This is an optimization exercise on Yosys and OpenROAD, whose aim is small area, a short achievable clock period and few clock cycles per item, not a production implementation.
Power is estimated from default activity; no workload was simulated.

## peer_table_replay_filter_top
module peer_table_replay_filter_top #(
   parameter int PEER_SLOTS = ptrf_pkg::PEER_SLOTS_DEFAULT
) (
   input  logic                          clock,
   input  logic                          reset,
   input  logic                          csr_write_enable,
   input  logic                          csr_write_data,
   input  logic                          req_valid,
   output logic                          req_stall,
   input  logic [ptrf_pkg::MODE_W-1:0]   req_mode,
   input  logic [ptrf_pkg::MAC_W-1:0]    req_peer_mac,
   input  logic [ptrf_pkg::MEMBER_W-1:0] req_member_id,
   input  logic [ptrf_pkg::SEQ_W-1:0]    req_sequence_req,
   input  logic                          req_reset_window,
   output logic                          rsp_valid,
   input  logic                          rsp_stall,
   output logic [ptrf_pkg::STATUS_W-1:0] rsp_status,
   output logic                          rsp_found,
   output logic [ptrf_pkg::SLOT_W-1:0]   rsp_slot,
   output logic [ptrf_pkg::MAC_W-1:0]    rsp_found_mac
);
   localparam int N      = PEER_SLOTS;
   localparam int MAC_W  = ptrf_pkg::MAC_W;
   localparam int MEM_W  = ptrf_pkg::MEMBER_W;
   localparam int SEQ_W  = ptrf_pkg::SEQ_W;
   localparam int SLOT_W = ptrf_pkg::SLOT_W;
   function automatic logic [N-1:0] lowest(input logic [N-1:0] v);
      logic [N-1:0] r;
      logic         seen;
      r    = '0;
      seen = 1'b0;
      for (int i = 0; i < N; i++) begin
         r[i] = v[i] && !seen;
         seen = seen || v[i];
      end
      lowest = r;
   endfunction
   function automatic logic [SLOT_W-1:0] encode(input logic [N-1:0] oh);
      logic [SLOT_W-1:0] r;
      r = '0;
      for (int i = 0; i < N; i++) begin
         if (oh[i]) r = r | SLOT_W'(i);
      end
      encode = r;
   endfunction
   logic                 provisioned_ff;
   logic                 b_vld_ff;
   logic [1:0]           b_mode_ff;
  ...
Size: about 2,600 cells after synthesis, ~40,000 um^2 of cells after synthesis.
make LEC_CHECK=0 CAP_MARGIN=20 CORE_MARGIN=2 CORE_UTILIZATION=50 SETUP_SLACK_MARGIN=2.4 SLEW_MARGIN=20 finish   # period 5.0 ns
run.sh (not shown) runs the stock make flow with config.mk's settings and CLKGATE_MAP_FILE= SYNTH_SCRIPT=/design/flow/synth_recipe.tcl, a recipe that flattens the netlist after the stock synthesis.
Change:
--- a/flow/design.v
+++ b/flow/design.v
@@ -163,46 +163,49 @@
    logic [N-1:0]         c_hit_ff;
    logic [SEQ_W-1:0]     c_seq_ff;
    logic                 c_rst_ff;
    logic [2:0]           c_status_ff;
    logic                 c_found_ff;
    logic [SLOT_W-1:0]    c_slot_ff;
    logic                 rsp_valid_ff;
    logic                 full_ff;
    logic [2:0]           rsp_status_ff;
    logic                 rsp_found_ff;
    logic [SLOT_W-1:0]    rsp_slot_ff;
    logic [MAC_W-1:0]     rsp_mac_ff;
+   logic                 sw_pend_ff;
+   logic [N-1:0]         sw_hit_ff;
+   logic [SEQ_W-1:0]     sw_seq_ff;
    logic out_free, c_free, b_adv, b_free;
    assign out_free  = !rsp_valid_ff || !rsp_stall;
    assign c_free    = !c_vld_ff || out_free;
    assign b_adv     = b_vld_ff && c_free;
    assign b_free    = !b_vld_ff || c_free;
    assign req_stall = full_ff && rsp_stall;
    logic [N-1:0]         t_valid;
    logic [N*MAC_W-1:0]   t_mac;
    logic [N*MEM_W-1:0]   t_member;
    logic [N*SEQ_W-1:0]   t_seq;
    logic                 clear_all;
    logic [N-1:0]         id_we, set_valid, seq_we;
    ptrf_store #(.PEER_SLOTS(N)) u_store (
       .clock       (clock),
       .reset       (reset),
       .clear_all   (clear_all),
       .id_we       (id_we),
       .set_valid   (set_valid),
       .wr_mac      (b_mac_ff),
       .wr_member   (b_member_ff),
       .seq_we      (seq_we),
-      .wr_seq      (c_seq_ff),
+      .wr_seq      (sw_seq_ff),
       .valid       (t_valid),
       .mac         (t_mac),
       .member      (t_member),
       .seq         (t_seq)
    );
    logic [N-1:0] in_meq, in_keq;
    logic         in_fwm, in_fwk;
    for (genvar s = 0; s < N; s++) begin : g_match
       ptrf_match u_match (
          .slot_mac    (t_mac[s*MAC_W +: MAC_W]),
          .slot_member (t_member[s*MEM_W +: MEM_W]),
          .op_mac      (req_peer_mac),
@@ -296,50 +299,55 @@
                b_status = ptrf_pkg::STATUS_NO_MATCH;
             end
          end
          default: begin
             b_clear = 1'b1;
          end
       endcase
    end
    assign id_we     = b_adv ? b_we  : '0;
    assign set_valid = b_adv ? b_set : '0;
    assign clear_all = b_adv && b_clear;
    logic [SEQ_W-1:0] cur_seq;
+   logic             fwd;
    logic [MAC_W-1:0] hit_mac;
    logic             stale;
    logic [2:0]       c_status;
    always_comb begin
       cur_seq = '0;
       hit_mac = '0;
       for (int s = 0; s < N; s++) begin
          if (c_hit_ff[s])             cur_seq = cur_seq | t_seq[s*SEQ_W +: SEQ_W];
          if (c_hit_ff[s] && c_lkp_ff) hit_mac = hit_mac | t_mac[s*MAC_W +: MAC_W];
       end
+      fwd      = sw_pend_ff && |(sw_hit_ff & c_hit_ff);
+      if (fwd) cur_seq = sw_seq_ff;
       stale    = !c_rst_ff && (c_seq_ff <= cur_seq);
       c_status = c_status_ff;
       if (c_acc_ff) c_status = stale ? ptrf_pkg::STATUS_STALE : ptrf_pkg::STATUS_OK;
    end
-   assign seq_we = (c_vld_ff && c_acc_ff && !stale && out_free) ? c_hit_ff : '0;
+   assign seq_we = sw_pend_ff ? sw_hit_ff : '0;
    always_ff @(posedge clock) begin
       if (reset) begin
          provisioned_ff <= 1'b0;
          b_vld_ff       <= 1'b0;
          c_vld_ff       <= 1'b0;
          rsp_valid_ff   <= 1'b0;
          full_ff        <= 1'b0;
+         sw_pend_ff     <= 1'b0;
       end else begin
          full_ff <= (b_free ? req_valid : b_vld_ff) &&
                     (c_free ? b_vld_ff : c_vld_ff) &&
                     (out_free ? c_vld_ff : rsp_valid_ff);
+         sw_pend_ff <= c_vld_ff && c_acc_ff && !stale && out_free;
          if (csr_write_enable) provisioned_ff <= csr_write_data;
          if (b_free)   b_vld_ff     <= req_valid;
          if (c_free)   c_vld_ff     <= b_vld_ff;
          if (out_free) rsp_valid_ff <= c_vld_ff;
       end
    end
    always_ff @(posedge clock) begin
       if (b_free) begin
          b_mode_ff   <= req_mode;
          b_mac_ff    <= req_peer_mac;
          b_member_ff <= req_member_id;
          b_seq_ff    <= req_sequence_req;
@@ -353,24 +361,26 @@
          b_lastwe_ff <= id_we;
       end
       if (b_adv) begin
          c_acc_ff    <= b_acc;
          c_lkp_ff    <= b_lkp;
          c_hit_ff    <= b_hit;
          c_seq_ff    <= b_seq_ff;
          c_rst_ff    <= b_rst_ff;
          c_status_ff <= b_status;
          c_found_ff  <= b_found;
          c_slot_ff   <= b_slot;
       end
+      sw_hit_ff <= c_hit_ff;
+      sw_seq_ff <= c_seq_ff;
       if (out_free && c_vld_ff) begin
          rsp_status_ff <= c_status;
          rsp_found_ff  <= c_found_ff;
          rsp_slot_ff   <= c_slot_ff;
          rsp_mac_ff    <= hit_mac;
       end
    end
    assign rsp_valid     = rsp_valid_ff;
    assign rsp_status    = rsp_status_ff;
    assign rsp_found     = rsp_found_ff;
    assign rsp_slot      = rsp_slot_ff;
    assign rsp_found_mac = rsp_mac_ff;
What happened:
- The new run went through all stages and came out clean
- via count rose by 6.3%
- count of clock-buffer cells in the layout went up by 5
- clock power came out higher by 8.1%
- synthesized cell count came out higher by 4.5%
- wire length went up by 8.4%
- non-clock buffer count rose by 29
Function was not checked in any run of this note: the RTL went through the layout flow alone.

==> separate check: timing with driven ports <==
Ports are ideal in the flow. The routed layouts listed here were re-timed in OpenROAD. Step 1 assumes that a clkbuf_16 drives the clock port and a buf_2 every other input. Step 2, shift: input delay + t, output delay - t, t = (earliest + latest rising clock arrival at the registers) / 2. This alone moves slack from input paths to output paths. Three values: ideal ports, drivers, drivers and shift; two values: the first two.
| run | t (ns) | slack for setup (ns) | clock arrival spread, ns |
|---|---|---|---|
| the first run | 0.730 | 1.548 / 1.548 / 1.548 | 0.024 / 0.025 |
| the second run | 0.734 | 1.840 / 1.840 / 1.636 | 0.052 / 0.052 |
After both steps every run listed still meets setup and hold. The setup slack of the second run, which loses most, moves by 0.000 ns with the drivers and by -0.204 ns with both steps.
